This design comes from an exercise in tuning for small area on the open sky130 flow, not from production work. The RTL was checked by simulation tests, not by an equivalence proof against the original design.

`run.sh`:
```
#!/bin/bash
# synth_recipe.tcl (not shown) runs the flow's synth.tcl, then flattens the netlist and writes it again
# the make line also repeats each setting of config.mk as NAME=value (left out here)
make -C /OpenROAD-flow-scripts/flow DESIGN_CONFIG=/design/flow/config.mk WORK_HOME=/design/flow/orfs CLKGATE_MAP_FILE= SYNTH_SCRIPT=/design/flow/synth_recipe.tcl finish
```
`constraint.sdc`:
```
create_clock -name core_clock -period 7.5 [get_ports {clk}]
set_input_delay 1.5000 -clock core_clock [delete_from_list [all_inputs] [get_ports {clk}]]
set_output_delay 1.5000 -clock core_clock [all_outputs]
set_load 0.01 [all_outputs]
```
`config.mk`:
```
export PLATFORM = sky130hd
export DESIGN_NAME = hsv_to_rgb_converter_unit
export DESIGN_NICKNAME = hsv_to_rgb_converter_unit
export VERILOG_FILES = /design/flow/design.v
export SDC_FILE = /design/flow/constraint.sdc
export NUM_CORES = 4
export LEC_CHECK = 0
export ABC_AREA = 1
export CAP_MARGIN = 20
export CORE_MARGIN = 2
export CORE_UTILIZATION = 40
export SLEW_MARGIN = 20
```
`design.v`:
```
`default_nettype none
package hsv2rgb_pkg;
  localparam int CHAN_BITS = 8;
  localparam int HUE_BITS  = 9;
endpackage
`default_nettype wire
`default_nettype none
module hsv_to_rgb_converter_unit (
  input  wire logic                                 clk,
  input  wire logic                                 rst,
  input  wire logic                                 in_valid,
  output logic                                      in_stall,
  input  wire logic [hsv2rgb_pkg::HUE_BITS-1:0]     hue,
  input  wire logic [hsv2rgb_pkg::CHAN_BITS-1:0]    saturation,
  input  wire logic [hsv2rgb_pkg::CHAN_BITS-1:0]    value,
  output logic                                      out_valid,
  input  wire logic                                 out_stall,
  output logic [hsv2rgb_pkg::CHAN_BITS-1:0]         red,
  output logic [hsv2rgb_pkg::CHAN_BITS-1:0]         green,
  output logic [hsv2rgb_pkg::CHAN_BITS-1:0]         blue,
  output logic [3*hsv2rgb_pkg::CHAN_BITS-1:0]       packed_color
);
  logic adv;
  assign adv      = !out_valid || !out_stall;
  assign in_stall = !adv;
  logic [8:0] hw;
  logic [2:0] sect;
  logic [8:0] base;
  logic [5:0] rem;
  logic [5:0] r;
  always_comb begin
    hw = (hue >= 9'd360) ? hue - 9'd360 : hue;
    if      (hw >= 9'd300) begin sect = 3'd5; base = 9'd300; end
    else if (hw >= 9'd240) begin sect = 3'd4; base = 9'd240; end
    else if (hw >= 9'd180) begin sect = 3'd3; base = 9'd180; end
    else if (hw >= 9'd120) begin sect = 3'd2; base = 9'd120; end
    else if (hw >= 9'd60)  begin sect = 3'd1; base = 9'd60;  end
    else                   begin sect = 3'd0; base = 9'd0;   end
    rem = 6'(hw - base);
    r   = sect[0] ? rem : 6'd60 - rem;
  end
  wire a0 = value[0] & saturation[0];
  wire a1 = value[0] & saturation[1];
  wire a2 = value[0] & saturation[2];
  wire a3 = value[0] & saturation[3];
  wire a4 = value[0] & saturation[4];
  wire a5 = value[0] & saturation[5];
  wire a6 = value[0] & saturation[6];
  wire a7 = value[0] & saturation[7];
  wire a8 = value[1] & saturation[0];
  wire a9 = value[1] & saturation[1];
  wire a10 = value[1] & saturation[2];
  wire a11 = value[1] & saturation[3];
  wire a12 = value[1] & saturation[4];
  wire a13 = value[1] & saturation[5];
  wire a14 = value[1] & saturation[6];
  wire a15 = value[1] & saturation[7];
  wire a16 = value[2] & saturation[0];
  wire a17 = value[2] & saturation[1];
  wire a18 = value[2] & saturation[2];
  wire a19 = value[2] & saturation[3];
  wire a20 = value[2] & saturation[4];
  wire a21 = value[2] & saturation[5];
  wire a22 = value[2] & saturation[6];
  wire a23 = value[2] & saturation[7];
  wire a24 = value[3] & saturation[0];
  wire a25 = value[3] & saturation[1];
  wire a26 = value[3] & saturation[2];
  wire a27 = value[3] & saturation[3];
  wire a28 = value[3] & saturation[4];
  wire a29 = value[3] & saturation[5];
  wire a30 = value[3] & saturation[6];
  wire a31 = value[3] & saturation[7];
  wire a32 = value[4] & saturation[0];
  wire a33 = value[4] & saturation[1];
  wire a34 = value[4] & saturation[2];
  wire a35 = value[4] & saturation[3];
  wire a36 = value[4] & saturation[4];
  wire a37 = value[4] & saturation[5];
  wire a38 = value[4] & saturation[6];
  wire a39 = value[4] & saturation[7];
  wire a40 = value[5] & saturation[0];
  wire a41 = value[5] & saturation[1];
  wire a42 = value[5] & saturation[2];
  wire a43 = value[5] & saturation[3];
  wire a44 = value[5] & saturation[4];
  wire a45 = value[5] & saturation[5];
  wire a46 = value[5] & saturation[6];
  wire a47 = value[5] & saturation[7];
  wire a48 = value[6] & saturation[0];
  wire a49 = value[6] & saturation[1];
  wire a50 = value[6] & saturation[2];
  wire a51 = value[6] & saturation[3];
  wire a52 = value[6] & saturation[4];
  wire a53 = value[6] & saturation[5];
  wire a54 = value[6] & saturation[6];
  wire a55 = value[6] & saturation[7];
  wire a56 = value[7] & saturation[0];
  wire a57 = value[7] & saturation[1];
  wire a58 = value[7] & saturation[2];
  wire a59 = value[7] & saturation[3];
  wire a60 = value[7] & saturation[4];
  wire a61 = value[7] & saturation[5];
  wire a62 = value[7] & saturation[6];
  wire a63 = value[7] & saturation[7];
  wire a64 = a6 ^ a13;
  wire a65 = a6 & a13;
  wire a66 = a7 ^ a14 ^ a21;
  wire a67 = (a7 & a14) | (a7 & a21) | (a14 & a21);
  wire a68 = a28 ^ a35;
  wire a69 = a28 & a35;
  wire a70 = a15 ^ a22 ^ a29;
  wire a71 = (a15 & a22) | (a15 & a29) | (a22 & a29);
  wire a72 = a36 ^ a43;
  wire a73 = a36 & a43;
  wire a74 = a23 ^ a30 ^ a37;
  wire a75 = (a23 & a30) | (a23 & a37) | (a30 & a37);
  wire a76 = a4 ^ a11;
  wire a77 = a4 & a11;
  wire a78 = a5 ^ a12 ^ a19;
  wire a79 = (a5 & a12) | (a5 & a19) | (a12 & a19);
  wire a80 = a26 ^ a33;
  wire a81 = a26 & a33;
  wire a82 = a20 ^ a27 ^ a34;
  wire a83 = (a20 & a27) | (a20 & a34) | (a27 & a34);
  wire a84 = a41 ^ a48 ^ a64;
  wire a85 = (a41 & a48) | (a41 & a64) | (a48 & a64);
  wire a86 = a42 ^ a49 ^ a56;
  wire a87 = (a42 & a49) | (a42 & a56) | (a49 & a56);
  wire a88 = a65 ^ a66 ^ a68;
  wire a89 = (a65 & a66) | (a65 & a68) | (a66 & a68);
  wire a90 = a50 ^ a57 ^ a67;
  wire a91 = (a50 & a57) | (a50 & a67) | (a57 & a67);
  wire a92 = a69 ^ a70 ^ a72;
  wire a93 = (a69 & a70) | (a69 & a72) | (a70 & a72);
  wire a94 = a44 ^ a51 ^ a58;
  wire a95 = (a44 & a51) | (a44 & a58) | (a51 & a58);
  wire a96 = a71 ^ a73 ^ a74;
  wire a97 = (a71 & a73) | (a71 & a74) | (a73 & a74);
  wire a98 = a31 ^ a38 ^ a45;
  wire a99 = (a31 & a38) | (a31 & a45) | (a38 & a45);
  wire a100 = a52 ^ a59 ^ a75;
  wire a101 = (a52 & a59) | (a52 & a75) | (a59 & a75);
  wire a102 = a39 ^ a46 ^ a53;
  wire a103 = (a39 & a46) | (a39 & a53) | (a46 & a53);
  wire a104 = a3 ^ a10;
  wire a105 = a3 & a10;
  wire a106 = a18 ^ a25 ^ a32;
  wire a107 = (a18 & a25) | (a18 & a32) | (a25 & a32);
  wire a108 = a40 ^ a77 ^ a78;
  wire a109 = (a40 & a77) | (a40 & a78) | (a77 & a78);
  wire a110 = a79 ^ a81 ^ a82;
  wire a111 = (a79 & a81) | (a79 & a82) | (a81 & a82);
  wire a112 = a83 ^ a85 ^ a86;
  wire a113 = (a83 & a85) | (a83 & a86) | (a85 & a86);
  wire a114 = a87 ^ a89 ^ a90;
  wire a115 = (a87 & a89) | (a87 & a90) | (a89 & a90);
  wire a116 = a91 ^ a93 ^ a94;
  wire a117 = (a91 & a93) | (a91 & a94) | (a93 & a94);
  wire a118 = a95 ^ a97 ^ a98;
  wire a119 = (a95 & a97) | (a95 & a98) | (a97 & a98);
  wire a120 = a60 ^ a99 ^ a101;
  wire a121 = (a60 & a99) | (a60 & a101) | (a99 & a101);
  wire a122 = a47 ^ a54 ^ a61;
  wire a123 = (a47 & a54) | (a47 & a61) | (a54 & a61);
  wire a124 = a2 ^ a9;
  wire a125 = a2 & a9;
  wire a126 = a17 ^ a24 ^ a104;
  wire a127 = (a17 & a24) | (a17 & a104) | (a24 & a104);
  wire a128 = a76 ^ a105 ^ a106;
  wire a129 = (a76 & a105) | (a76 & a106) | (a105 & a106);
  wire a130 = a80 ^ a107 ^ a108;
  wire a131 = (a80 & a107) | (a80 & a108) | (a107 & a108);
  wire a132 = a84 ^ a109 ^ a110;
  wire a133 = (a84 & a109) | (a84 & a110) | (a109 & a110);
  wire a134 = a88 ^ a111 ^ a112;
  wire a135 = (a88 & a111) | (a88 & a112) | (a111 & a112);
  wire a136 = a92 ^ a113 ^ a114;
  wire a137 = (a92 & a113) | (a92 & a114) | (a113 & a114);
  wire a138 = a96 ^ a115 ^ a116;
  wire a139 = (a96 & a115) | (a96 & a116) | (a115 & a116);
  wire a140 = a100 ^ a117 ^ a118;
  wire a141 = (a100 & a117) | (a100 & a118) | (a117 & a118);
  wire a142 = a102 ^ a119 ^ a120;
  wire a143 = (a102 & a119) | (a102 & a120) | (a119 & a120);
  wire a144 = a103 ^ a121 ^ a122;
  wire a145 = (a103 & a121) | (a103 & a122) | (a121 & a122);
  wire a146 = a55 ^ a62 ^ a123;
  wire a147 = (a55 & a62) | (a55 & a123) | (a62 & a123);
  wire a148 = a1 & a8;
  wire a149 = a16 & a124;
  wire a150 = a125 & a126;
  wire a151 = a127 & a128;
  wire a152 = a129 & a130;
  wire a153 = a131 & a132;
  wire a154 = a133 & a134;
  wire a155 = a135 & a136;
  wire a156 = a137 & a138;
  wire a157 = a139 & a140;
  wire a158 = a141 & a142;
  wire a159 = a143 & a144;
  wire a160 = a145 & a146;
  wire a161 = a63 & a147;
  wire a162 = a1 ^ a8;
  wire a163 = a16 ^ a124;
  wire a164 = a125 ^ a126;
  wire a165 = a127 ^ a128;
  wire a166 = a129 ^ a130;
  wire a167 = a131 ^ a132;
  wire a168 = a133 ^ a134;
  wire a169 = a135 ^ a136;
  wire a170 = a137 ^ a138;
  wire a171 = a139 ^ a140;
  wire a172 = a141 ^ a142;
  wire a173 = a143 ^ a144;
  wire a174 = a145 ^ a146;
  wire a175 = a63 ^ a147;
  wire a176 = a162 & a0;
  wire a177 = a164 & a149;
  wire a178 = a150 | a177;
  wire a179 = a164 & a163;
  wire a180 = a166 & a151;
  wire a181 = a152 | a180;
  wire a182 = a166 & a165;
  wire a183 = a168 & a153;
  wire a184 = a154 | a183;
  wire a185 = a168 & a167;
  wire a186 = a170 & a155;
  wire a187 = a156 | a186;
  wire a188 = a170 & a169;
  wire a189 = a172 & a157;
  wire a190 = a158 | a189;
  wire a191 = a172 & a171;
  wire a192 = a174 & a159;
  wire a193 = a160 | a192;
  wire a194 = a174 & a173;
  wire a195 = a163 & a148;
  wire a196 = a149 | a195;
  wire a197 = a163 & a176;
  wire a198 = a179 & a148;
  wire a199 = a178 | a198;
  wire a200 = a179 & a176;
  wire a201 = a167 & a181;
  wire a202 = a153 | a201;
  wire a203 = a167 & a182;
  wire a204 = a185 & a181;
  wire a205 = a184 | a204;
  wire a206 = a185 & a182;
  wire a207 = a171 & a187;
  wire a208 = a157 | a207;
  wire a209 = a171 & a188;
  wire a210 = a191 & a187;
  wire a211 = a190 | a210;
  wire a212 = a191 & a188;
  wire a213 = a175 & a193;
  wire a214 = a161 | a213;
  wire a215 = a175 & a194;
  wire a216 = a165 & a199;
  wire a217 = a151 | a216;
  wire a218 = a165 & a200;
  wire a219 = a182 & a199;
  wire a220 = a181 | a219;
  wire a221 = a182 & a200;
  wire a222 = a203 & a199;
  wire a223 = a202 | a222;
  wire a224 = a203 & a200;
  wire a225 = a206 & a199;
  wire a226 = a205 | a225;
  wire a227 = a206 & a200;
  wire a228 = a173 & a211;
  wire a229 = a159 | a228;
  wire a230 = a173 & a212;
  wire a231 = a194 & a211;
  wire a232 = a193 | a231;
  wire a233 = a194 & a212;
  wire a234 = a215 & a211;
  wire a235 = a214 | a234;
  wire a236 = a215 & a212;
  wire a237 = a169 & a226;
  wire a238 = a155 | a237;
  wire a239 = a169 & a227;
  wire a240 = a188 & a226;
  wire a241 = a187 | a240;
  wire a242 = a188 & a227;
  wire a243 = a209 & a226;
  wire a244 = a208 | a243;
  wire a245 = a209 & a227;
  wire a246 = a212 & a226;
  wire a247 = a211 | a246;
  wire a248 = a212 & a227;
  wire a249 = a230 & a226;
  wire a250 = a229 | a249;
  wire a251 = a230 & a227;
  wire a252 = a233 & a226;
  wire a253 = a232 | a252;
  wire a254 = a233 & a227;
  wire a255 = a236 & a226;
  wire a256 = a235 | a255;
  wire a257 = a236 & a227;
  wire a258 = a163 ^ a148;
  wire a259 = a164 ^ a196;
  wire a260 = a165 ^ a199;
  wire a261 = a166 ^ a217;
  wire a262 = a167 ^ a220;
  wire a263 = a168 ^ a223;
  wire a264 = a169 ^ a226;
  wire a265 = a170 ^ a238;
  wire a266 = a171 ^ a241;
  wire a267 = a172 ^ a244;
  wire a268 = a173 ^ a247;
  wire a269 = a174 ^ a250;
  wire a270 = a175 ^ a253;
  logic        valid_q1;
  logic [2:0]  sect_q1;
  logic [5:0]  r_q1;
  logic [7:0]  v_q1;
  logic [15:0] m_q1;
  logic        nz_q1;
  always_ff @(posedge clk) begin
    if (rst) begin
      valid_q1 <= 1'b0;
    end else if (adv) begin
      valid_q1 <= in_valid;
    end
  end
  always_ff @(posedge clk) begin
    if (adv) begin
      sect_q1 <= sect;
      r_q1    <= r;
      v_q1    <= value;
      m_q1    <= {a256, a270, a269, a268, a267, a266, a265, a264, a263, a262, a261, a260, a259, a258, a162, a0};
      nz_q1   <= (|value) & (|saturation);
    end
  end
  wire nz1 = nz_q1;
  logic [3:0] cm15;
  logic [3:0] rm15;
  logic [3:0] w15;
  logic [5:0] w;
  logic [7:0] c1;
  logic [1:0] e10_lo;
  logic [4:0] ct;
  logic [3:0] mh15;
  logic [4:0] ck;
  logic [1:0] c1k;
  logic [4:0] rt;
  logic [7:0] wp;
  logic [4:0] wt;
  logic [1:0] wk;
  wire b0 = m_q1[8] & m_q1[0];
  wire b1 = m_q1[9] & m_q1[1];
  wire b2 = m_q1[10] & m_q1[2];
  wire b3 = m_q1[11] & m_q1[3];
  wire b4 = m_q1[12] & m_q1[4];
  wire b5 = m_q1[13] & m_q1[5];
  wire b6 = m_q1[14] & m_q1[6];
  wire b7 = m_q1[15] & m_q1[7];
  wire b8 = m_q1[8] ^ m_q1[0];
  wire b9 = m_q1[9] ^ m_q1[1];
  wire b10 = m_q1[10] ^ m_q1[2];
  wire b11 = m_q1[11] ^ m_q1[3];
  wire b12 = m_q1[12] ^ m_q1[4];
  wire b13 = m_q1[13] ^ m_q1[5];
  wire b14 = m_q1[14] ^ m_q1[6];
  wire b15 = m_q1[15] ^ m_q1[7];
  wire b16 = b9 & b0;
  wire b17 = b1 | b16;
  wire b18 = b9 & b8;
  wire b19 = b11 & b2;
  wire b20 = b3 | b19;
  wire b21 = b11 & b10;
  wire b22 = b13 & b4;
  wire b23 = b5 | b22;
  wire b24 = b13 & b12;
  wire b25 = b15 & b6;
  wire b26 = b7 | b25;
  wire b27 = b15 & b14;
  wire b28 = b10 & b17;
  wire b29 = b2 | b28;
  wire b30 = b10 & b18;
  wire b31 = b21 & b17;
  wire b32 = b20 | b31;
  wire b33 = b21 & b18;
  wire b34 = b14 & b23;
  wire b35 = b6 | b34;
  wire b36 = b14 & b24;
  wire b37 = b27 & b23;
  wire b38 = b26 | b37;
  wire b39 = b27 & b24;
  wire b40 = b12 & b32;
  wire b41 = b4 | b40;
  wire b42 = b12 & b33;
  wire b43 = b24 & b32;
  wire b44 = b23 | b43;
  wire b45 = b24 & b33;
  wire b46 = b36 & b32;
  wire b47 = b35 | b46;
  wire b48 = b36 & b33;
  wire b49 = b39 & b32;
  wire b50 = b38 | b49;
  wire b51 = b39 & b33;
  wire b52 = b9 ^ b0;
  wire b53 = b10 ^ b17;
  wire b54 = b11 ^ b29;
  wire b55 = b12 ^ b32;
  wire b56 = b13 ^ b41;
  wire b57 = b14 ^ b44;
  wire b58 = b15 ^ b47;
  wire b59 = ~b50;
  wire b60 = nz_q1 & b59;
  wire b61 = m_q1[8] & b60;
  wire b62 = m_q1[9] & b50;
  wire b63 = m_q1[8] ^ b60;
  wire b64 = m_q1[9] ^ b50;
  wire b65 = b64 & b61;
  wire b66 = b62 | b65;
  wire b67 = b64 & b63;
  wire b68 = m_q1[11] & m_q1[10];
  wire b69 = m_q1[13] & m_q1[12];
  wire b70 = m_q1[15] & m_q1[14];
  wire b71 = m_q1[10] & b66;
  wire b72 = m_q1[10] & b67;
  wire b73 = b68 & b66;
  wire b74 = b68 & b67;
  wire b75 = m_q1[14] & b69;
  wire b76 = b70 & b69;
  wire b77 = m_q1[12] & b73;
  wire b78 = m_q1[12] & b74;
  wire b79 = b69 & b73;
  wire b80 = b69 & b74;
  wire b81 = b75 & b73;
  wire b82 = b75 & b74;
  wire b83 = b76 & b73;
  wire b84 = b76 & b74;
  wire b85 = b64 ^ b61;
  wire b86 = m_q1[10] ^ b66;
  wire b87 = m_q1[11] ^ b71;
  wire b88 = m_q1[12] ^ b73;
  wire b89 = m_q1[13] ^ b77;
  wire b90 = m_q1[14] ^ b79;
  wire b91 = m_q1[15] ^ b81;
  wire b92 = ~b63;
  wire b93 = ~b85;
  wire b94 = ~b86;
  wire b95 = ~b87;
  wire b96 = ~b88;
  wire b97 = ~b89;
  wire b98 = ~b90;
  wire b99 = ~b91;
  wire b100 = v_q1[0] & b92;
  wire b101 = v_q1[1] & b93;
  wire b102 = v_q1[2] & b94;
  wire b103 = v_q1[3] & b95;
  wire b104 = v_q1[4] & b96;
  wire b105 = v_q1[5] & b97;
  wire b106 = v_q1[6] & b98;
  wire b107 = v_q1[7] & b99;
  wire b108 = v_q1[0] ^ b92;
  wire b109 = v_q1[1] ^ b93;
  wire b110 = v_q1[2] ^ b94;
  wire b111 = v_q1[3] ^ b95;
  wire b112 = v_q1[4] ^ b96;
  wire b113 = v_q1[5] ^ b97;
  wire b114 = v_q1[6] ^ b98;
  wire b115 = v_q1[7] ^ b99;
  wire b116 = b100 | b108;
  wire b117 = b109 & b116;
  wire b118 = b101 | b117;
  wire b119 = b109 & b108;
  wire b120 = b111 & b102;
  wire b121 = b103 | b120;
  wire b122 = b111 & b110;
  wire b123 = b113 & b104;
  wire b124 = b105 | b123;
  wire b125 = b113 & b112;
  wire b126 = b115 & b106;
  wire b127 = b107 | b126;
  wire b128 = b115 & b114;
  wire b129 = b110 & b118;
  wire b130 = b102 | b129;
  wire b131 = b110 & b119;
  wire b132 = b122 & b118;
  wire b133 = b121 | b132;
  wire b134 = b122 & b119;
  wire b135 = b114 & b124;
  wire b136 = b106 | b135;
  wire b137 = b114 & b125;
  wire b138 = b128 & b124;
  wire b139 = b127 | b138;
  wire b140 = b128 & b125;
  wire b141 = b112 & b133;
  wire b142 = b104 | b141;
  wire b143 = b112 & b134;
  wire b144 = b125 & b133;
  wire b145 = b124 | b144;
  wire b146 = b125 & b134;
  wire b147 = b137 & b133;
  wire b148 = b136 | b147;
  wire b149 = b137 & b134;
  wire b150 = b140 & b133;
  wire b151 = b139 | b150;
  wire b152 = b140 & b134;
  wire b153 = ~b108;
  wire b154 = b109 ^ b116;
  wire b155 = b110 ^ b118;
  wire b156 = b111 ^ b130;
  wire b157 = b112 ^ b133;
  wire b158 = b113 ^ b142;
  wire b159 = b114 ^ b145;
  wire b160 = b115 ^ b148;
  wire b161 = m_q1[8] & r_q1[0];
  wire b162 = m_q1[8] & r_q1[1];
  wire b163 = m_q1[8] & r_q1[2];
  wire b164 = m_q1[8] & r_q1[3];
  wire b165 = m_q1[8] & r_q1[4];
  wire b166 = m_q1[8] & r_q1[5];
  wire b167 = m_q1[9] & r_q1[0];
  wire b168 = m_q1[9] & r_q1[1];
  wire b169 = m_q1[9] & r_q1[2];
  wire b170 = m_q1[9] & r_q1[3];
  wire b171 = m_q1[9] & r_q1[4];
  wire b172 = m_q1[9] & r_q1[5];
  wire b173 = m_q1[10] & r_q1[0];
  wire b174 = m_q1[10] & r_q1[1];
  wire b175 = m_q1[10] & r_q1[2];
  wire b176 = m_q1[10] & r_q1[3];
  wire b177 = m_q1[10] & r_q1[4];
  wire b178 = m_q1[10] & r_q1[5];
  wire b179 = m_q1[11] & r_q1[0];
  wire b180 = m_q1[11] & r_q1[1];
  wire b181 = m_q1[11] & r_q1[2];
  wire b182 = m_q1[11] & r_q1[3];
  wire b183 = m_q1[11] & r_q1[4];
  wire b184 = m_q1[11] & r_q1[5];
  wire b185 = m_q1[12] & r_q1[0];
  wire b186 = m_q1[12] & r_q1[1];
  wire b187 = m_q1[12] & r_q1[2];
  wire b188 = m_q1[12] & r_q1[3];
  wire b189 = m_q1[12] & r_q1[4];
  wire b190 = m_q1[12] & r_q1[5];
  wire b191 = m_q1[13] & r_q1[0];
  wire b192 = m_q1[13] & r_q1[1];
  wire b193 = m_q1[13] & r_q1[2];
  wire b194 = m_q1[13] & r_q1[3];
  wire b195 = m_q1[13] & r_q1[4];
  wire b196 = m_q1[14] & r_q1[0];
  wire b197 = m_q1[14] & r_q1[1];
  wire b198 = m_q1[14] & r_q1[2];
  wire b199 = m_q1[14] & r_q1[3];
  wire b200 = m_q1[15] & r_q1[0];
  wire b201 = m_q1[15] & r_q1[1];
  wire b202 = m_q1[15] & r_q1[2];
  wire b203 = b60 & r_q1[0];
  wire b204 = b50 & r_q1[0];
  wire b205 = b60 & r_q1[1];
  wire b206 = b50 & r_q1[1];
  wire b207 = b60 & r_q1[2];
  wire b208 = b50 & r_q1[2];
  wire b209 = b60 & r_q1[3];
  wire b210 = b50 & r_q1[3];
  wire b211 = b60 & r_q1[4];
  wire b212 = b50 & r_q1[4];
  wire b213 = b60 & r_q1[5];
  wire b214 = b50 & r_q1[5];
  wire b215 = b165 ^ b170;
  wire b216 = b165 & b170;
  wire b217 = b166 ^ b171 ^ b176;
  wire b218 = (b166 & b171) | (b166 & b176) | (b171 & b176);
  wire b219 = b181 ^ b186;
  wire b220 = b181 & b186;
  wire b221 = b172 ^ b177 ^ b182;
  wire b222 = (b172 & b177) | (b172 & b182) | (b177 & b182);
  wire b223 = b187 ^ b192;
  wire b224 = b187 & b192;
  wire b225 = b178 ^ b183 ^ b188;
  wire b226 = (b178 & b183) | (b178 & b188) | (b183 & b188);
  wire b227 = b163 ^ b168;
  wire b228 = b163 & b168;
  wire b229 = b164 ^ b169 ^ b174;
  wire b230 = (b164 & b169) | (b164 & b174) | (b169 & b174);
  wire b231 = b179 ^ b208;
  wire b232 = b179 & b208;
  wire b233 = b175 ^ b180 ^ b185;
  wire b234 = (b175 & b180) | (b175 & b185) | (b180 & b185);
  wire b235 = b210 ^ b211 ^ b215;
  wire b236 = (b210 & b211) | (b210 & b215) | (b211 & b215);
  wire b237 = b191 ^ b212 ^ b213;
  wire b238 = (b191 & b212) | (b191 & b213) | (b212 & b213);
  wire b239 = b216 ^ b217 ^ b219;
  wire b240 = (b216 & b217) | (b216 & b219) | (b217 & b219);
  wire b241 = b196 ^ b214 ^ b218;
  wire b242 = (b196 & b214) | (b196 & b218) | (b214 & b218);
  wire b243 = b220 ^ b221 ^ b223;
  wire b244 = (b220 & b221) | (b220 & b223) | (b221 & b223);
  wire b245 = b193 ^ b197 ^ b200;
  wire b246 = (b193 & b197) | (b193 & b200) | (b197 & b200);
  wire b247 = b222 ^ b224 ^ b225;
  wire b248 = (b222 & b224) | (b222 & b225) | (b224 & b225);
  wire b249 = b184 ^ b189 ^ b194;
  wire b250 = (b184 & b189) | (b184 & b194) | (b189 & b194);
  wire b251 = b198 ^ b201 ^ b226;
  wire b252 = (b198 & b201) | (b198 & b226) | (b201 & b226);
  wire b253 = b190 ^ b195 ^ b199;
  wire b254 = (b190 & b195) | (b190 & b199) | (b195 & b199);
  wire b255 = b162 ^ b167;
  wire b256 = b162 & b167;
  wire b257 = b173 ^ b206 ^ b207;
  wire b258 = (b173 & b206) | (b173 & b207) | (b206 & b207);
  wire b259 = b209 ^ b228 ^ b229;
  wire b260 = (b209 & b228) | (b209 & b229) | (b228 & b229);
  wire b261 = b230 ^ b232 ^ b233;
  wire b262 = (b230 & b232) | (b230 & b233) | (b232 & b233);
  wire b263 = b234 ^ b236 ^ b237;
  wire b264 = (b234 & b236) | (b234 & b237) | (b236 & b237);
  wire b265 = b238 ^ b240 ^ b241;
  wire b266 = (b238 & b240) | (b238 & b241) | (b240 & b241);
  wire b267 = b242 ^ b244 ^ b245;
  wire b268 = (b242 & b244) | (b242 & b245) | (b244 & b245);
  wire b269 = b246 ^ b248 ^ b249;
  wire b270 = (b246 & b248) | (b246 & b249) | (b248 & b249);
  wire b271 = b202 ^ b250 ^ b252;
  wire b272 = (b202 & b250) | (b202 & b252) | (b250 & b252);
  wire b273 = b204 ^ b205;
  wire b274 = b204 & b205;
  wire b275 = b227 ^ b256 ^ b257;
  wire b276 = (b227 & b256) | (b227 & b257) | (b256 & b257);
  wire b277 = b231 ^ b258 ^ b259;
  wire b278 = (b231 & b258) | (b231 & b259) | (b258 & b259);
  wire b279 = b235 ^ b260 ^ b261;
  wire b280 = (b235 & b260) | (b235 & b261) | (b260 & b261);
  wire b281 = b239 ^ b262 ^ b263;
  wire b282 = (b239 & b262) | (b239 & b263) | (b262 & b263);
  wire b283 = b243 ^ b264 ^ b265;
  wire b284 = (b243 & b264) | (b243 & b265) | (b264 & b265);
  wire b285 = b247 ^ b266 ^ b267;
  wire b286 = (b247 & b266) | (b247 & b267) | (b266 & b267);
  wire b287 = b251 ^ b268 ^ b269;
  wire b288 = (b251 & b268) | (b251 & b269) | (b268 & b269);
  wire b289 = b253 ^ b270 ^ b271;
  wire b290 = (b253 & b270) | (b253 & b271) | (b270 & b271);
  wire b291 = b161 & b203;
  wire b292 = b255 & b273;
  wire b293 = b274 & b275;
  wire b294 = b276 & b277;
  wire b295 = b278 & b279;
  wire b296 = b280 & b281;
  wire b297 = b282 & b283;
  wire b298 = b284 & b285;
  wire b299 = b286 & b287;
  wire b300 = b288 & b289;
  wire b301 = b161 ^ b203;
  wire b302 = b255 ^ b273;
  wire b303 = b274 ^ b275;
  wire b304 = b276 ^ b277;
  wire b305 = b278 ^ b279;
  wire b306 = b280 ^ b281;
  wire b307 = b282 ^ b283;
  wire b308 = b284 ^ b285;
  wire b309 = b286 ^ b287;
  wire b310 = b288 ^ b289;
  wire b311 = b302 & b291;
  wire b312 = b292 | b311;
  wire b313 = b302 & b301;
  wire b314 = b304 & b293;
  wire b315 = b294 | b314;
  wire b316 = b304 & b303;
  wire b317 = b306 & b295;
  wire b318 = b296 | b317;
  wire b319 = b306 & b305;
  wire b320 = b308 & b297;
  wire b321 = b298 | b320;
  wire b322 = b308 & b307;
  wire b323 = b310 & b299;
  wire b324 = b300 | b323;
  wire b325 = b310 & b309;
  wire b326 = b303 & b312;
  wire b327 = b293 | b326;
  wire b328 = b303 & b313;
  wire b329 = b316 & b312;
  wire b330 = b315 | b329;
  wire b331 = b316 & b313;
  wire b332 = b307 & b318;
  wire b333 = b297 | b332;
  wire b334 = b307 & b319;
  wire b335 = b322 & b318;
  wire b336 = b321 | b335;
  wire b337 = b322 & b319;
  wire b338 = b305 & b330;
  wire b339 = b295 | b338;
  wire b340 = b305 & b331;
  wire b341 = b319 & b330;
  wire b342 = b318 | b341;
  wire b343 = b319 & b331;
  wire b344 = b334 & b330;
  wire b345 = b333 | b344;
  wire b346 = b334 & b331;
  wire b347 = b337 & b330;
  wire b348 = b336 | b347;
  wire b349 = b337 & b331;
  wire b350 = b309 & b348;
  wire b351 = b299 | b350;
  wire b352 = b309 & b349;
  wire b353 = b325 & b348;
  wire b354 = b324 | b353;
  wire b355 = b325 & b349;
  wire b356 = b302 ^ b291;
  wire b357 = b303 ^ b312;
  wire b358 = b304 ^ b327;
  wire b359 = b305 ^ b330;
  wire b360 = b306 ^ b339;
  wire b361 = b307 ^ b342;
  wire b362 = b308 ^ b345;
  wire b363 = b309 ^ b348;
  wire b364 = b310 ^ b351;
  wire b365 = v_q1[4] ^ b361;
  wire b366 = v_q1[4] & b361;
  wire b367 = v_q1[5] ^ b362 ^ b358;
  wire b368 = (v_q1[5] & b362) | (v_q1[5] & b358) | (b362 & b358);
  wire b369 = v_q1[6] ^ b363 ^ b359;
  wire b370 = (v_q1[6] & b363) | (v_q1[6] & b359) | (b363 & b359);
  wire b371 = v_q1[7] ^ b364 ^ b360;
  wire b372 = (v_q1[7] & b364) | (v_q1[7] & b360) | (b364 & b360);
  wire b373 = v_q1[0] & b357;
  wire b374 = v_q1[1] & b358;
  wire b375 = v_q1[2] & b359;
  wire b376 = v_q1[3] & b360;
  wire b377 = b357 & b365;
  wire b378 = b366 & b367;
  wire b379 = b368 & b369;
  wire b380 = b370 & b371;
  wire b381 = v_q1[0] ^ b357;
  wire b382 = v_q1[1] ^ b358;
  wire b383 = v_q1[2] ^ b359;
  wire b384 = v_q1[3] ^ b360;
  wire b385 = b357 ^ b365;
  wire b386 = b366 ^ b367;
  wire b387 = b368 ^ b369;
  wire b388 = b370 ^ b371;
  wire b389 = b382 & b373;
  wire b390 = b374 | b389;
  wire b391 = b382 & b381;
  wire b392 = b384 & b375;
  wire b393 = b376 | b392;
  wire b394 = b384 & b383;
  wire b395 = b386 & b377;
  wire b396 = b378 | b395;
  wire b397 = b386 & b385;
  wire b398 = b388 & b379;
  wire b399 = b380 | b398;
  wire b400 = b388 & b387;
  wire b401 = b383 & b390;
  wire b402 = b375 | b401;
  wire b403 = b383 & b391;
  wire b404 = b394 & b390;
  wire b405 = b393 | b404;
  wire b406 = b394 & b391;
  wire b407 = b387 & b396;
  wire b408 = b379 | b407;
  wire b409 = b387 & b397;
  wire b410 = b400 & b396;
  wire b411 = b399 | b410;
  wire b412 = b400 & b397;
  wire b413 = b385 & b405;
  wire b414 = b377 | b413;
  wire b415 = b385 & b406;
  wire b416 = b397 & b405;
  wire b417 = b396 | b416;
  wire b418 = b397 & b406;
  wire b419 = b409 & b405;
  wire b420 = b408 | b419;
  wire b421 = b409 & b406;
  wire b422 = b412 & b405;
  wire b423 = b411 | b422;
  wire b424 = b412 & b406;
  wire b425 = b382 ^ b373;
  wire b426 = b383 ^ b390;
  wire b427 = b384 ^ b402;
  wire b428 = b385 ^ b405;
  wire b429 = b386 ^ b414;
  wire b430 = b387 ^ b417;
  wire b431 = b388 ^ b420;
  wire b432 = ~b8;
  wire b433 = ~b52;
  wire b434 = ~b53;
  wire b435 = ~b54;
  wire b436 = ~b55;
  wire b437 = ~b56;
  wire b438 = ~b57;
  wire b439 = ~b58;
  wire b440 = b432 & r_q1[0];
  wire b441 = b432 & r_q1[1];
  wire b442 = b432 & r_q1[2];
  wire b443 = b432 & r_q1[3];
  wire b444 = b432 & r_q1[4];
  wire b445 = b432 & r_q1[5];
  wire b446 = b433 & r_q1[0];
  wire b447 = b433 & r_q1[1];
  wire b448 = b433 & r_q1[2];
  wire b449 = b433 & r_q1[3];
  wire b450 = b433 & r_q1[4];
  wire b451 = b433 & r_q1[5];
  wire b452 = b434 & r_q1[0];
  wire b453 = b434 & r_q1[1];
  wire b454 = b434 & r_q1[2];
  wire b455 = b434 & r_q1[3];
  wire b456 = b434 & r_q1[4];
  wire b457 = b434 & r_q1[5];
  wire b458 = b435 & r_q1[0];
  wire b459 = b435 & r_q1[1];
  wire b460 = b435 & r_q1[2];
  wire b461 = b435 & r_q1[3];
  wire b462 = b435 & r_q1[4];
  wire b463 = b435 & r_q1[5];
  wire b464 = b436 & r_q1[0];
  wire b465 = b436 & r_q1[1];
  wire b466 = b436 & r_q1[2];
  wire b467 = b436 & r_q1[3];
  wire b468 = b436 & r_q1[4];
  wire b469 = b436 & r_q1[5];
  wire b470 = b437 & r_q1[0];
  wire b471 = b437 & r_q1[1];
  wire b472 = b437 & r_q1[2];
  wire b473 = b437 & r_q1[3];
  wire b474 = b437 & r_q1[4];
  wire b475 = b437 & r_q1[5];
  wire b476 = b438 & r_q1[0];
  wire b477 = b438 & r_q1[1];
  wire b478 = b438 & r_q1[2];
  wire b479 = b438 & r_q1[3];
  wire b480 = b438 & r_q1[4];
  wire b481 = b438 & r_q1[5];
  wire b482 = b439 & r_q1[0];
  wire b483 = b439 & r_q1[1];
  wire b484 = b439 & r_q1[2];
  wire b485 = b439 & r_q1[3];
  wire b486 = b439 & r_q1[4];
  wire b487 = b439 & r_q1[5];
  wire b488 = ~r_q1[0];
  wire b489 = b50 & b488;
  wire b490 = ~r_q1[1];
  wire b491 = b50 & b490;
  wire b492 = ~r_q1[2];
  wire b493 = b50 & b492;
  wire b494 = ~r_q1[3];
  wire b495 = b50 & b494;
  wire b496 = ~r_q1[4];
  wire b497 = b50 & b496;
  wire b498 = ~r_q1[5];
  wire b499 = b50 & b498;
  wire b500 = b445 ^ b450;
  wire b501 = b445 & b450;
  wire b502 = b451 ^ b456 ^ b461;
  wire b503 = (b451 & b456) | (b451 & b461) | (b456 & b461);
  wire b504 = b457 ^ b462 ^ b467;
  wire b505 = (b457 & b462) | (b457 & b467) | (b462 & b467);
  wire b506 = b463 ^ b468;
  wire b507 = b463 & b468;
  wire b508 = b443 ^ b448;
  wire b509 = b443 & b448;
  wire b510 = b444 ^ b449 ^ b454;
  wire b511 = (b444 & b449) | (b444 & b454) | (b449 & b454);
  wire b512 = b459 ^ b464;
  wire b513 = b459 & b464;
  wire b514 = b455 ^ b460 ^ b465;
  wire b515 = (b455 & b460) | (b455 & b465) | (b460 & b465);
  wire b516 = b470 ^ b499 ^ b500;
  wire b517 = (b470 & b499) | (b470 & b500) | (b499 & b500);
  wire b518 = b466 ^ b471 ^ b476;
  wire b519 = (b466 & b471) | (b466 & b476) | (b471 & b476);
  wire b520 = b50 ^ b501 ^ b502;
  wire b521 = (b50 & b501) | (b50 & b502) | (b501 & b502);
  wire b522 = b472 ^ b477 ^ b482;
  wire b523 = (b472 & b477) | (b472 & b482) | (b477 & b482);
  wire b524 = b50 ^ b503 ^ b504;
  wire b525 = (b50 & b503) | (b50 & b504) | (b503 & b504);
  wire b526 = b473 ^ b478 ^ b483;
  wire b527 = (b473 & b478) | (b473 & b483) | (b478 & b483);
  wire b528 = b50 ^ b505 ^ b506;
  wire b529 = (b50 & b505) | (b50 & b506) | (b505 & b506);
  wire b530 = b469 ^ b474 ^ b479;
  wire b531 = (b469 & b474) | (b469 & b479) | (b474 & b479);
  wire b532 = b484 ^ b50 ^ b507;
  wire b533 = (b484 & b50) | (b484 & b507) | (b50 & b507);
  wire b534 = b475 ^ b480 ^ b485;
  wire b535 = (b475 & b480) | (b475 & b485) | (b480 & b485);
  wire b536 = b442 ^ b447;
  wire b537 = b442 & b447;
  wire b538 = b453 ^ b458 ^ b495;
  wire b539 = (b453 & b458) | (b453 & b495) | (b458 & b495);
  wire b540 = b497 ^ b509 ^ b510;
  wire b541 = (b497 & b509) | (b497 & b510) | (b509 & b510);
  wire b542 = b511 ^ b513 ^ b514;
  wire b543 = (b511 & b513) | (b511 & b514) | (b513 & b514);
  wire b544 = b515 ^ b517 ^ b518;
  wire b545 = (b515 & b517) | (b515 & b518) | (b517 & b518);
  wire b546 = b519 ^ b521 ^ b522;
  wire b547 = (b519 & b521) | (b519 & b522) | (b521 & b522);
  wire b548 = b523 ^ b525 ^ b526;
  wire b549 = (b523 & b525) | (b523 & b526) | (b525 & b526);
  wire b550 = b527 ^ b529 ^ b530;
  wire b551 = (b527 & b529) | (b527 & b530) | (b529 & b530);
  wire b552 = b50 ^ b531 ^ b533;
  wire b553 = (b50 & b531) | (b50 & b533) | (b531 & b533);
  wire b554 = b481 ^ b486 ^ b50;
  wire b555 = (b481 & b486) | (b481 & b50) | (b486 & b50);
  wire b556 = b440 ^ b489;
  wire b557 = b440 & b489;
  wire b558 = b441 ^ b446 ^ b491;
  wire b559 = (b441 & b446) | (b441 & b491) | (b446 & b491);
  wire b560 = b452 ^ b493 ^ b536;
  wire b561 = (b452 & b493) | (b452 & b536) | (b493 & b536);
  wire b562 = b508 ^ b537 ^ b538;
  wire b563 = (b508 & b537) | (b508 & b538) | (b537 & b538);
  wire b564 = b512 ^ b539 ^ b540;
  wire b565 = (b512 & b539) | (b512 & b540) | (b539 & b540);
  wire b566 = b516 ^ b541 ^ b542;
  wire b567 = (b516 & b541) | (b516 & b542) | (b541 & b542);
  wire b568 = b520 ^ b543 ^ b544;
  wire b569 = (b520 & b543) | (b520 & b544) | (b543 & b544);
  wire b570 = b524 ^ b545 ^ b546;
  wire b571 = (b524 & b545) | (b524 & b546) | (b545 & b546);
  wire b572 = b528 ^ b547 ^ b548;
  wire b573 = (b528 & b547) | (b528 & b548) | (b547 & b548);
  wire b574 = b532 ^ b549 ^ b550;
  wire b575 = (b532 & b549) | (b532 & b550) | (b549 & b550);
  wire b576 = b534 ^ b551 ^ b552;
  wire b577 = (b534 & b551) | (b534 & b552) | (b551 & b552);
  wire b578 = b535 ^ b553 ^ b554;
  wire b579 = (b535 & b553) | (b535 & b554) | (b553 & b554);
  wire b580 = b487 ^ b50 ^ b555;
  wire b581 = (b487 & b50) | (b487 & b555) | (b50 & b555);
  wire b582 = b50 & b556;
  wire b583 = b557 & b558;
  wire b584 = b559 & b560;
  wire b585 = b561 & b562;
  wire b586 = b563 & b564;
  wire b587 = b565 & b566;
  wire b588 = b567 & b568;
  wire b589 = b569 & b570;
  wire b590 = b571 & b572;
  wire b591 = b573 & b574;
  wire b592 = b575 & b576;
  wire b593 = b577 & b578;
  wire b594 = b579 & b580;
  wire b595 = b50 & b581;
  wire b596 = b50 ^ b556;
  wire b597 = b557 ^ b558;
  wire b598 = b559 ^ b560;
  wire b599 = b561 ^ b562;
  wire b600 = b563 ^ b564;
  wire b601 = b565 ^ b566;
  wire b602 = b567 ^ b568;
  wire b603 = b569 ^ b570;
  wire b604 = b571 ^ b572;
  wire b605 = b573 ^ b574;
  wire b606 = b575 ^ b576;
  wire b607 = b577 ^ b578;
  wire b608 = b579 ^ b580;
  wire b609 = b50 ^ b581;
  wire b610 = b597 & b582;
  wire b611 = b583 | b610;
  wire b612 = b597 & b596;
  wire b613 = b599 & b584;
  wire b614 = b585 | b613;
  wire b615 = b599 & b598;
  wire b616 = b601 & b586;
  wire b617 = b587 | b616;
  wire b618 = b601 & b600;
  wire b619 = b603 & b588;
  wire b620 = b589 | b619;
  wire b621 = b603 & b602;
  wire b622 = b605 & b590;
  wire b623 = b591 | b622;
  wire b624 = b605 & b604;
  wire b625 = b607 & b592;
  wire b626 = b593 | b625;
  wire b627 = b607 & b606;
  wire b628 = b609 & b594;
  wire b629 = b595 | b628;
  wire b630 = b609 & b608;
  wire b631 = b598 & b611;
  wire b632 = b584 | b631;
  wire b633 = b598 & b612;
  wire b634 = b615 & b611;
  wire b635 = b614 | b634;
  wire b636 = b615 & b612;
  wire b637 = b602 & b617;
  wire b638 = b588 | b637;
  wire b639 = b602 & b618;
  wire b640 = b621 & b617;
  wire b641 = b620 | b640;
  wire b642 = b621 & b618;
  wire b643 = b606 & b623;
  wire b644 = b592 | b643;
  wire b645 = b606 & b624;
  wire b646 = b627 & b623;
  wire b647 = b626 | b646;
  wire b648 = b627 & b624;
  wire b649 = b600 & b635;
  wire b650 = b586 | b649;
  wire b651 = b600 & b636;
  wire b652 = b618 & b635;
  wire b653 = b617 | b652;
  wire b654 = b618 & b636;
  wire b655 = b639 & b635;
  wire b656 = b638 | b655;
  wire b657 = b639 & b636;
  wire b658 = b642 & b635;
  wire b659 = b641 | b658;
  wire b660 = b642 & b636;
  wire b661 = b608 & b647;
  wire b662 = b594 | b661;
  wire b663 = b608 & b648;
  wire b664 = b630 & b647;
  wire b665 = b629 | b664;
  wire b666 = b630 & b648;
  wire b667 = b604 & b659;
  wire b668 = b590 | b667;
  wire b669 = b604 & b660;
  wire b670 = b624 & b659;
  wire b671 = b623 | b670;
  wire b672 = b624 & b660;
  wire b673 = b645 & b659;
  wire b674 = b644 | b673;
  wire b675 = b645 & b660;
  wire b676 = b648 & b659;
  wire b677 = b647 | b676;
  wire b678 = b648 & b660;
  wire b679 = b663 & b659;
  wire b680 = b662 | b679;
  wire b681 = b663 & b660;
  wire b682 = b666 & b659;
  wire b683 = b665 | b682;
  wire b684 = b666 & b660;
  wire b685 = b597 ^ b582;
  wire b686 = b598 ^ b611;
  wire b687 = b599 ^ b632;
  wire b688 = b600 ^ b635;
  wire b689 = b601 ^ b650;
  wire b690 = b602 ^ b653;
  wire b691 = b603 ^ b656;
  wire b692 = b604 ^ b659;
  wire b693 = b605 ^ b668;
  wire b694 = b606 ^ b671;
  wire b695 = b607 ^ b674;
  wire b696 = b608 ^ b677;
  wire b697 = b609 ^ b680;
  wire b698 = b596 & b692;
  wire b699 = b685 & b693;
  wire b700 = b686 & b694;
  wire b701 = b687 & b695;
  wire b702 = b688 & b696;
  wire b703 = b689 & b697;
  wire b704 = b596 ^ b692;
  wire b705 = b685 ^ b693;
  wire b706 = b686 ^ b694;
  wire b707 = b687 ^ b695;
  wire b708 = b688 ^ b696;
  wire b709 = b689 ^ b697;
  wire b710 = b698 | b704;
  wire b711 = b705 & b710;
  wire b712 = b699 | b711;
  wire b713 = b705 & b704;
  wire b714 = b707 & b700;
  wire b715 = b701 | b714;
  wire b716 = b707 & b706;
  wire b717 = b709 & b702;
  wire b718 = b703 | b717;
  wire b719 = b709 & b708;
  wire b720 = b691 & b690;
  wire b721 = b706 & b712;
  wire b722 = b700 | b721;
  wire b723 = b706 & b713;
  wire b724 = b716 & b712;
  wire b725 = b715 | b724;
  wire b726 = b716 & b713;
  wire b727 = b690 & b718;
  wire b728 = b690 & b719;
  wire b729 = b720 & b718;
  wire b730 = b720 & b719;
  wire b731 = b708 & b725;
  wire b732 = b702 | b731;
  wire b733 = b708 & b726;
  wire b734 = b719 & b725;
  wire b735 = b718 | b734;
  wire b736 = b719 & b726;
  wire b737 = b728 & b725;
  wire b738 = b727 | b737;
  wire b739 = b728 & b726;
  wire b740 = b730 & b725;
  wire b741 = b729 | b740;
  wire b742 = b730 & b726;
  wire b743 = ~b704;
  wire b744 = b705 ^ b710;
  wire b745 = b706 ^ b712;
  wire b746 = b707 ^ b722;
  wire b747 = b708 ^ b725;
  wire b748 = b709 ^ b732;
  wire b749 = b690 ^ b735;
  wire b750 = b691 ^ b738;
  wire b751 = b692 & b741;
  wire b752 = b692 ^ b741;
  wire b753 = b693 & b751;
  wire b754 = b693 & b752;
  wire b755 = b695 & b694;
  wire b756 = b697 & b696;
  wire b757 = b694 & b753;
  wire b758 = b694 & b754;
  wire b759 = b755 & b753;
  wire b760 = b755 & b754;
  wire b761 = b696 & b759;
  wire b762 = b696 & b760;
  wire b763 = b756 & b759;
  wire b764 = b756 & b760;
  wire b765 = b693 ^ b751;
  wire b766 = b694 ^ b753;
  wire b767 = b695 ^ b757;
  wire b768 = b696 ^ b759;
  wire b769 = b697 ^ b761;
  assign c1     = {b91, b90, b89, b88, b87, b86, b85, b63};
  assign c1k    = {b50, b60};
  assign e10_lo = {b356, b301};
  assign ct     = 5'(m_q1[15:12]) + 5'(m_q1[11:8]);
  assign mh15   = (ct >= 5'd15) ? 4'(ct - 5'd15) : ct[3:0];
  assign ck     = 5'(mh15) + 5'(c1k);
  assign cm15   = (ck >= 5'd15) ? 4'(ck - 5'd15) : ck[3:0];
  assign rt     = 5'(r_q1[5:4]) + 5'(r_q1[3:0]);
  assign rm15   = (rt >= 5'd15) ? 4'(rt - 5'd15) : rt[3:0];
  assign wp     = 8'(cm15) * 8'(rm15);
  assign wt     = 5'(wp[7:4]) + 5'(wp[3:0]);
  assign w15    = (wt >= 5'd15) ? 4'(wt - 5'd15) : wt[3:0];
  assign wk     = 2'(w15[1:0] - e10_lo);
  assign w      = 6'(w15) + 6'({wk, 4'b0000}) - 6'(wk);
  logic [2:0] sect_q2;
  logic [7:0] v_q2;
  logic [7:0] p_q2;
  logic [7:0] a_q2;
  logic [5:0] w_q2;
  logic [5:0] g_q2;
  always_ff @(posedge clk) begin
    if (rst) begin
      out_valid <= 1'b0;
    end else if (adv) begin
      out_valid <= valid_q1;
    end
  end
  always_ff @(posedge clk) begin
    if (adv) begin
      sect_q2 <= sect_q1;
      v_q2    <= v_q1;
      p_q2    <= {b160, b159, b158, b157, b156, b155, b154, b153};
      a_q2    <= {b431, b430, b429, b428, b427, b426, b425, b381};
      w_q2    <= w;
      g_q2    <= {b769, b768, b767, b766, b765, b752};
    end
  end
  logic [7:0] x;
  wire o0 = ~g_q2[0];
  wire o1 = ~g_q2[1];
  wire o2 = ~g_q2[2];
  wire o3 = ~g_q2[3];
  wire o4 = ~g_q2[4];
  wire o5 = ~g_q2[5];
  wire o6 = w_q2[0] & o0;
  wire o7 = w_q2[1] & o1;
  wire o8 = w_q2[2] & o2;
  wire o9 = w_q2[3] & o3;
  wire o10 = w_q2[4] & o4;
  wire o11 = w_q2[5] & o5;
  wire o12 = w_q2[0] ^ o0;
  wire o13 = w_q2[1] ^ o1;
  wire o14 = w_q2[2] ^ o2;
  wire o15 = w_q2[3] ^ o3;
  wire o16 = w_q2[4] ^ o4;
  wire o17 = w_q2[5] ^ o5;
  wire o18 = o13 & o6;
  wire o19 = o7 | o18;
  wire o20 = o13 & o12;
  wire o21 = o15 & o8;
  wire o22 = o9 | o21;
  wire o23 = o15 & o14;
  wire o24 = o17 & o10;
  wire o25 = o11 | o24;
  wire o26 = o17 & o16;
  wire o27 = o14 & o19;
  wire o28 = o8 | o27;
  wire o29 = o14 & o20;
  wire o30 = o23 & o19;
  wire o31 = o22 | o30;
  wire o32 = o23 & o20;
  wire o33 = o16 & o31;
  wire o34 = o10 | o33;
  wire o35 = o16 & o32;
  wire o36 = o26 & o31;
  wire o37 = o25 | o36;
  wire o38 = o26 & o32;
  wire o39 = o13 ^ o6;
  wire o40 = o14 ^ o19;
  wire o41 = o15 ^ o28;
  wire o42 = o16 ^ o31;
  wire o43 = o17 ^ o34;
  wire o44 = ~w_q2[2];
  wire o45 = ~w_q2[3];
  wire o46 = ~w_q2[4];
  wire o47 = ~w_q2[5];
  wire o48 = ~w_q2[2];
  wire o49 = ~w_q2[3];
  wire o50 = ~w_q2[4];
  wire o51 = ~w_q2[5];
  wire o52 = ~o37;
  wire o53 = a_q2[0] & o44;
  wire o54 = a_q2[1] & o45;
  wire o55 = a_q2[2] & o46;
  wire o56 = a_q2[3] & o47;
  wire o57 = a_q2[4] & o48;
  wire o58 = a_q2[5] & o49;
  wire o59 = a_q2[6] & o50;
  wire o60 = a_q2[7] & o51;
  wire o61 = a_q2[0] ^ o44;
  wire o62 = a_q2[1] ^ o45;
  wire o63 = a_q2[2] ^ o46;
  wire o64 = a_q2[3] ^ o47;
  wire o65 = a_q2[4] ^ o48;
  wire o66 = a_q2[5] ^ o49;
  wire o67 = a_q2[6] ^ o50;
  wire o68 = a_q2[7] ^ o51;
  wire o69 = o61 & o52;
  wire o70 = o53 | o69;
  wire o71 = o62 & o70;
  wire o72 = o54 | o71;
  wire o73 = o62 & o61;
  wire o74 = o64 & o55;
  wire o75 = o56 | o74;
  wire o76 = o64 & o63;
  wire o77 = o66 & o57;
  wire o78 = o58 | o77;
  wire o79 = o66 & o65;
  wire o80 = o68 & o59;
  wire o81 = o60 | o80;
  wire o82 = o68 & o67;
  wire o83 = o63 & o72;
  wire o84 = o55 | o83;
  wire o85 = o63 & o73;
  wire o86 = o76 & o72;
  wire o87 = o75 | o86;
  wire o88 = o76 & o73;
  wire o89 = o67 & o78;
  wire o90 = o59 | o89;
  wire o91 = o67 & o79;
  wire o92 = o82 & o78;
  wire o93 = o81 | o92;
  wire o94 = o82 & o79;
  wire o95 = o65 & o87;
  wire o96 = o57 | o95;
  wire o97 = o65 & o88;
  wire o98 = o79 & o87;
  wire o99 = o78 | o98;
  wire o100 = o79 & o88;
  wire o101 = o91 & o87;
  wire o102 = o90 | o101;
  wire o103 = o91 & o88;
  wire o104 = o94 & o87;
  wire o105 = o93 | o104;
  wire o106 = o94 & o88;
  wire o107 = o61 ^ o52;
  wire o108 = o62 ^ o70;
  wire o109 = o63 ^ o72;
  wire o110 = o64 ^ o84;
  wire o111 = o65 ^ o87;
  wire o112 = o66 ^ o96;
  wire o113 = o67 ^ o99;
  wire o114 = o68 ^ o102;
  assign x = {o114, o113, o112, o111, o110, o109, o108, o107};
  always_comb begin
    case (sect_q2)
      3'd0:    begin red = v_q2; green = x;    blue = p_q2; end
      3'd1:    begin red = x;    green = v_q2; blue = p_q2; end
      3'd2:    begin red = p_q2; green = v_q2; blue = x;    end
      3'd3:    begin red = p_q2; green = x;    blue = v_q2; end
      3'd4:    begin red = x;    green = p_q2; blue = v_q2; end
      default: begin red = v_q2; green = p_q2; blue = x;    end
    endcase
  end
  assign packed_color = {red, green, blue};
endmodule
`default_nettype wire
```
==> results.txt <==
-- stage by stage --
step	TNS, ns
after floorplan	-0.700
final	-1.09
after global placement	-0.819
after global routing	-2.22
after detailed placement	-1.15
after CTS	-1.02
-- critical path: cells and delay by family (launching register included) --
| family | cells | cell delay [ns] |
|---|---|---|
| adders and majority gates | 14 | 5.01 |
| and+or+nand+nor | 13 | 1.19 |
| DFF | 1 | 0.45 |
| AOI/OAI and AO/OA | 3 | 0.34 |
| muxes | 1 | 0.32 |
| xor gates and xnor gates | 2 | 0.32 |
| buffers and inverters | 5 | 0.24 |
-- per-layer routing --
metal  vias up  global-route usage (%)  share of wire, %
li1       4433                       -                 -
met1      4317                    21.7                43
met2       177                    33.3                52
met3        21                    2.28               3.4
met4         0                    4.20               1.5
met5         -                       0                 0
-- Yosys cell counts (2+ instances only) --
cell	instances	share of area, %
sky130_fd_sc_hd__nand2_2	13	0.71
sky130_fd_sc_hd__nand3_1	46	2.0
sky130_fd_sc_hd__o21ai_0	16	0.70
sky130_fd_sc_hd__inv_2	7	0.23
sky130_fd_sc_hd__nor2_1	87	2.8
sky130_fd_sc_hd__nor3_1	4	0.17
sky130_fd_sc_hd__nand2_4	4	0.39
sky130_fd_sc_hd__fa_1	135	23
sky130_fd_sc_hd__clkbuf_1	27	0.88
sky130_fd_sc_hd__nand4_1	5	0.27
sky130_fd_sc_hd__xnor2_1	25	1.9
sky130_fd_sc_hd__o21bai_1	3	0.20
sky130_fd_sc_hd__inv_1	334	11
sky130_fd_sc_hd__a211oi_1	3	0.20
sky130_fd_sc_hd__a31o_2	2	0.15
sky130_fd_sc_hd__ha_1	131	14
sky130_fd_sc_hd__nor4_1	4	0.22
sky130_fd_sc_hd__a21oi_1	36	1.6
sky130_fd_sc_hd__a21o_1	7	0.46
sky130_fd_sc_hd__edfxtp_1	73	19
sky130_fd_sc_hd__a21oi_2	2	0.15
sky130_fd_sc_hd__a22oi_1	7	0.46
sky130_fd_sc_hd__and2_1	2	0.11
sky130_fd_sc_hd__o21ai_2	4	0.30
sky130_fd_sc_hd__nor2_4	2	0.20
sky130_fd_sc_hd__o211ai_1	7	0.46
sky130_fd_sc_hd__o21ai_1	6	0.26
sky130_fd_sc_hd__dfxtp_1	2	0.35
sky130_fd_sc_hd__or2_2	7	0.38
sky130_fd_sc_hd__nand2_1	288	9.4
sky130_fd_sc_hd__xor2_1	50	3.8
sky130_fd_sc_hd__buf_4	24	1.6
sky130_fd_sc_hd__o221ai_1	12	0.91
-- cell type report --
| cell class | count | area, um^2 |
|---|---|---|
| fill | 2798 | 14900 |
| multi-input combinational | 922 | 8090 |
| sequential | 75 | 2230 |
| inverter | 341 | 1290 |
| timing repair buffer | 143 | 1270 |
| tap | 384 | 480 |
| clock buffer | 9 | 225 |
| clock inverter | 7 | 63.8 |
-- what timing repair did --
item	CTS	global route
setup endpoints to repair	3	8
resized for setup	12	50
setup buffers	2	8
pin swaps	17	44
-- state kept, by name, indices dropped and copies added (netlist names) --
name,flops
m_q1,16
sect_q1,3
a_q2,8
sect_q2,3
out_valid,1
p_q2,8
nz_q1,1
v_q1,8
v_q2,8
g_q2,6
w_q2,6
r_q1,6
valid_q1,1
-- worst paths after layout --
path / end / from / slack [ns]
hold reg to reg: sect_q2[0] / sect_q1[0] / 0.41
hold / removal: sect_q2[0] / sect_q1[0] / 0.41
setup reg to reg: w_q2[5] / m_q1[8] / -0.61
setup / recovery: w_q2[5] / m_q1[8] / -0.61
-- cell families (layout without fill, tap and decap cells) --
logic type                 Yosys count  count (layout)  synth area share [%]
buffers and inverters              392             500                  13.6
DFF                                 75              75                  19.4
xor gates and xnor gates            75              75                  5.70
adders and majority gates          266             266                  37.7
and+or+nand+nor                    467             467                  17.1
other                                1               1                0.0325
muxes                                2               2                 0.185
AOI/OAI and AO/OA                  111             111                  6.34
==> reports/qor_table.md <==
| Parameter | Value |
|:---|:---|
| Run status | failed layout checks |
| Reasons for failing layout checks | negative setup slack |
| Number of placement rows | 62 |
| Count of distinct cell types in the synthesized netlist | 47 |
| Place WS | -0.620 ns |
| Initial DRC count | 422 |
| Tightest hold margin | 0.415 ns |
| Full die area | 0.0302 mm^2 |
| Clk Tree Root Cell | sky130_fd_sc_hd__clkbuf_16 |
| EDFF count, synth | 73 |
| Netlist Area Pre-Place | 0.0115 mm^2 |
| Cell repeated most along the worst path | sky130_fd_sc_hd__fa_1 |
| CTS Hold Buffers Added | 0 |
| Final nets | 1787 |
| DR DRC count | 0 |
| First-pass GRT wire length | 43400 um |
| Launching element type of the critical path | flop |
| Number of H-tree branching levels | 3 |
| Arr. time, crit path | 8.21 ns |
| Warnings from Yosys | 1 |
| Clock insertion delay at the later pin of the skew report | 0.35 ns |
| Count of max-cap constraint violations | 0 |
| Overall die width | 174 um |
| Total global routing overflow | 0 |
| Ratio of final minimum period to clock period | 108% |
| Worst setup margin | -0.606 ns |
| Layout overhead on the synthesized area | 18.5% |
| Die Height | 174 um |
| Most common cell after layout, fill and taps aside | sky130_fd_sc_hd__inv_1 |
| Post-place instance area | 0.0130 mm^2 |
| Data required, critical path | 7.60 ns |
| Clock-pin slew of the registers on the worst-case setup and hold paths | 0.07 ns |
| Worst-case clock skew | 0.0113 ns |
| Total clock buffers created by CTS | 9 |
| Final ANT Viol Nets | 0 |
| Maximum clock frequency | 0.123 GHz |
| Min Clock Period, post-route | 8.11 ns |
| Share of synthesized area occupied by flip-flops and latches | 19.4% |
| Register-to-Register Path Depth | 38 |
| Gate Count Post-Synth | 1389 |
| Total placed cells including tap cells | 1855 |
| Vias in the first global route | 9092 |
| Leading register cell type out of synthesis | sky130_fd_sc_hd__edfxtp_1 |
| Final standard cell area without fillers | 0.0137 mm^2 |
| Average instance area after synthesis | 8.29 um^2 |
| # diodes | 0 |
| Number of vias per cell | 4.76 |
| Per-cell routed wire length | 13.9 um |
| Clock tree from TritonCTS | done |
| Crit-path slowest cell | sky130_fd_sc_hd__fa_2 |
| Core region area | 0.0285 mm^2 |
| Number of iterations in the first detailed-routing pass | 5 |
| Share of the core filled with cells | 47.8% |
| Count of cells along the worst hold path | 0 |
| Count of buffers from port buffering | 78 |
| Longest Clk Path Bufs | 2 |
| RD Place Congestion | 0.875 |
| Commonest cells after routing, fill and taps aside | 325 x sky130_fd_sc_hd__inv_1, 278 x sky130_fd_sc_hd__nand2_1, 130 x sky130_fd_sc_hd__fa_1 |
| Starting utilization of the core area | 40.4% |
| HPWL Detailed | 21400 um |
| Largest net degree at the start of global routing | 76 |
| Final count of negative-setup-slack endpoints | 2 |
| Relative slew slack | 36.1% |
| I/O pin total | 79 |
| Non-filler cells, final | 1881 |
| Final max-slew violation count | 0 |
| Category of the most critical setup path | flop to flop |
| Hold violation total from the final report | 0 |
| Antenna violations before repair | 0 |
| Fraction of layout cells with a size suffix above 1 | 13.0% |
| Total wire length | 26100 um |
| Worst slew pin tran | 0.959 ns |
| Register bit count reported by yosys | 75 |
| RSZ-0062 raised after global routing | yes |
| Category of the worst setup path capture point | flop |
| Vias after detailed routing | 8948 |
| Number of nets in the synthesized netlist | 1684 |
| Fraction of synthesis flops using an asynchronous set or reset pin | 0% |
| Total routing resource utilization after global routing | 17.8% |
| Largest stage delay, worst path | 0.61 ns |
| TritonCTS Sinks | 75 |
| Class of the tightest hold or removal check | flop to flop |
| Maximum fanout encountered on the critical timing path | 4 |

## afterwards: timing with drivers on the ports
No port has a modelled driver above. Below, the same layout with a new extraction and two added sets of constraints.
Step 1: set_driving_cell puts a clkbuf_16 on clk and a buf_2 on each other input, an assumption about the parent block.
Step 2, shift: input delay + t, output delay - t, t = (earliest + latest rising clock arrival at the registers) / 2. This alone moves slack from input paths to output paths.
Three values: ideal, step 1, step 2; two values: the first two.
t, ns: 0.393
setup slack, ns: -0.606 / -0.606 / -0.606
slew at the worst register clock pin (ns): 0.07 / 0.07
worst data-port slew with drivers (ns): 0.04
For this run, drivers alone change the setup slack by 0.000 ns; drivers and shift together by 0.000 ns.
